What follows belongs to an exercise in optimizing a design on an open flow for small area; a production flow would make more cautious choices.
Function was checked by simulation only, so behaviour that the tests miss may differ from the original.
Power figures rest on the tool's default switching activity, not on a simulated workload. The clock port is modelled as an ideal driver; clocking choices that lean on that would not hold on a real chip.

Setup of before:
Design mem_responder, start of the top module:
module mem_responder #(
  parameter int unsigned AW      = 8,
  parameter int unsigned DEPTH   = 256,
  parameter int unsigned LATENCY = 1
) (
  input  logic          clk,
  input  logic          rst,
  input  logic          if_req,
  input  logic [AW-1:0] if_addr,
  output logic          if_gnt,
  output logic          if_rvalid,
  output logic [31:0]   if_rdata,
  input  logic          d_req,
  input  logic          d_we,
  input  logic [1:0]    d_size,
  input  logic          d_signed,
  input  logic [AW-1:0] d_addr,
  input  logic [31:0]   d_wdata,
  output logic          d_gnt,
  output logic          d_rvalid,
  output logic [31:0]   d_rdata,
  output logic          d_err,
  output logic          busy
);
Size in the first run: ~4400 cells after synthesis, ~2100 flip-flops, ~130 I/O pins, about 57000 sq um of cells after synthesis.
==> flow/config.mk <==
export PLATFORM = sky130hd
export DESIGN_NAME = mem_responder
export DESIGN_NICKNAME = mem_responder
export VERILOG_FILES = /design/flow/design.v
export SDC_FILE = /design/flow/constraint.sdc
export NUM_CORES = 8
export LEC_CHECK = 0
export CAP_MARGIN = 20
export CELL_PAD_IN_SITES_DETAIL_PLACEMENT = 0
export CELL_PAD_IN_SITES_GLOBAL_PLACEMENT = 0
export CORE_MARGIN = 2
export CORE_UTILIZATION = 60
export CTS_CLUSTER_DIAMETER = 80
export CTS_CLUSTER_SIZE = 30
export GPL_TIMING_DRIVEN = 0
export PLACE_DENSITY = 0.7
export SLEW_MARGIN = 20
export SYNTH_HIERARCHICAL = 1
export SYNTH_MINIMUM_KEEP_SIZE = 0
==> flow/constraint.sdc <==
create_clock -name core_clock -period 8.0 [get_ports {clk}]
set_input_delay 1.6000 -clock core_clock [delete_from_list [all_inputs] [get_ports {clk}]]
set_output_delay 1.6000 -clock core_clock [all_outputs]
set_load 0.01 [all_outputs]
run.sh (not shown) runs the stock make flow with config.mk's settings and CLKGATE_MAP_FILE= SYNTH_SCRIPT=/design/flow/synth_recipe.tcl, a recipe that flattens the netlist after the stock synthesis.
The flow for before finished, though final verification flagged negative setup slack.
Relative to before, the following input files were edited for after:
Settings: changing CTS_CLUSTER_DIAMETER from 80 to 60; removing GPL_TIMING_DRIVEN (formerly 0).
Notes after the runs:
No stage failed in after, and the final checks on the layout all came back clean.
The final report for before shows a completed flow and a layout that fails verification, specifically negative setup slack.
From before to after the numbers moved as follows: clock distribution area overhead in the final layout climbed 2.7 points; worst setup margin shows an increase of 0.12 ns; clock-buffer cell count saw an increase.
When after is set beside before, its setup TNS after final layout turns out to be 0.0095 ns larger.
In the tables for before and after, global routing met1 resource utilization reads higher with after.
Across both runs, portion of the clock cycle consumed by the worst path in the final layout was lower for after than for before.
STATUS total wire length: after wins against before
Compared with before, after shows a lower proportion of power drawn by flip-flops and latches.
In the metrics for before and after, the one carrying the higher clock network fraction of design power is after.
Where worst relative slew slack is concerned, before is better than after.
Total design power, after vs before: up by a little under 10%


Another version of the RTL of mem_responder (not shown whole).
For scale: ~2,100 flip-flops, ~56,000 µm² of cells after synthesis.
export LEC_CHECK = 0
export CAP_MARGIN = 20
export CELL_PAD_IN_SITES_DETAIL_PLACEMENT = 0
export CELL_PAD_IN_SITES_GLOBAL_PLACEMENT = 0
export CORE_MARGIN = 2
export CORE_UTILIZATION = 75
export CTS_CLUSTER_DIAMETER = 75
export CTS_CLUSTER_SIZE = 30
export GPL_TIMING_DRIVEN = 0
export PLACE_DENSITY = 0.85
export SLEW_MARGIN = 20
export SYNTH_HIERARCHICAL = 1
export SYNTH_MINIMUM_KEEP_SIZE = 0
create_clock -name core_clock -period 8.0 [get_ports {clk}]
standard.sh (not shown) runs the stock make flow with config.mk's settings and CLKGATE_MAP_FILE= SYNTH_SCRIPT=/design/flow/synth_recipe.tcl, a recipe that flattens the netlist after the stock synthesis.
==> flow/flow/run.sh <==
#!/bin/bash
# Layout flow: the standard flow (standard.sh, unchanged synthesis), with two changes to
# how the layout is built:
#   - ports are buffered with sky130_fd_sc_hd__buf_1 instead of the cell buffer_ports picks
#     by default (a delay cell);
#   - clock tree synthesis runs with the standard arguments plus -dont_use_dummy_load.
# Each tool's full output stays in the ORFS logs under orfs/logs; this script's own output
# goes to flow_run.log.
set -euo pipefail
export BUFFER_PORTS_ARGS="-buffer_cell sky130_fd_sc_hd__buf_1"
export CTS_ARGS="-sink_clustering_enable -repair_clock_nets -sink_clustering_size 30 -sink_clustering_max_diameter 75 -dont_use_dummy_load"
bash standard.sh > flow_run.log 2>&1
Rerun with:
--- a/flow/flow/run.sh
+++ b/flow/flow/run.sh
@@ -9,4 +9,4 @@
 set -euo pipefail
 export BUFFER_PORTS_ARGS="-buffer_cell sky130_fd_sc_hd__buf_1"
-export CTS_ARGS="-sink_clustering_enable -repair_clock_nets -sink_clustering_size 30 -sink_clustering_max_diameter 75 -dont_use_dummy_load"
+export CTS_ARGS="-sink_clustering_enable -repair_clock_nets -sink_clustering_size 34 -sink_clustering_max_diameter 50 -dont_use_dummy_load"
 bash standard.sh > flow_run.log 2>&1
- CTS_CLUSTER_DIAMETER: 75 -> 50
- CTS_CLUSTER_SIZE: 30 -> 34
Setup slack improves by 0.0061 ns; design area rose by about 2.2%; critical path depth is unchanged; die area is unchanged; routed wire length rose by about 3.2%; via count rose by 2.1%; non-clock buffer count rose by 2; global-route usage rose by 1.7 points; area after synthesis is unchanged; combinational power rose by about 0.9%; core utilization rose by 1.8 points.

separate check: timing with driven ports:
In the flow no input, the clock included, has a driving cell. The finished layouts below were timed again as built, in two steps. Step 1 (the two cells are an assumption about what drives the block):
set clk [get_ports {clk}]
set_driving_cell -lib_cell sky130_fd_sc_hd__clkbuf_16 $clk
set_driving_cell -lib_cell sky130_fd_sc_hd__buf_2 [delete_from_list [all_inputs] $clk]
Step 2 moves the port delays by t, midway between the first and last clock arrival at a register: inputs arrive t later, outputs are due t later. That takes back most of the time a late clock gives input paths. Three values: ideal, step 1, step 2; two values: the first two.
| run | t (ns) | slack for setup (ns) | worst data-port slew with drivers (ns) |
|---|---|---|---|
| before | 0.786 | -0.010 / -0.088 / 0.698 | 0.05 |
| after | 0.812 | 0.112 / 0.037 / 0.849 | 0.09 |
| the first run of note 2 | 0.746 | 0.737 / 0.663 / 1.409 | 0.16 |
| the second run of note 2 | 0.804 | 0.743 / 0.667 / 1.472 | 0.17 |
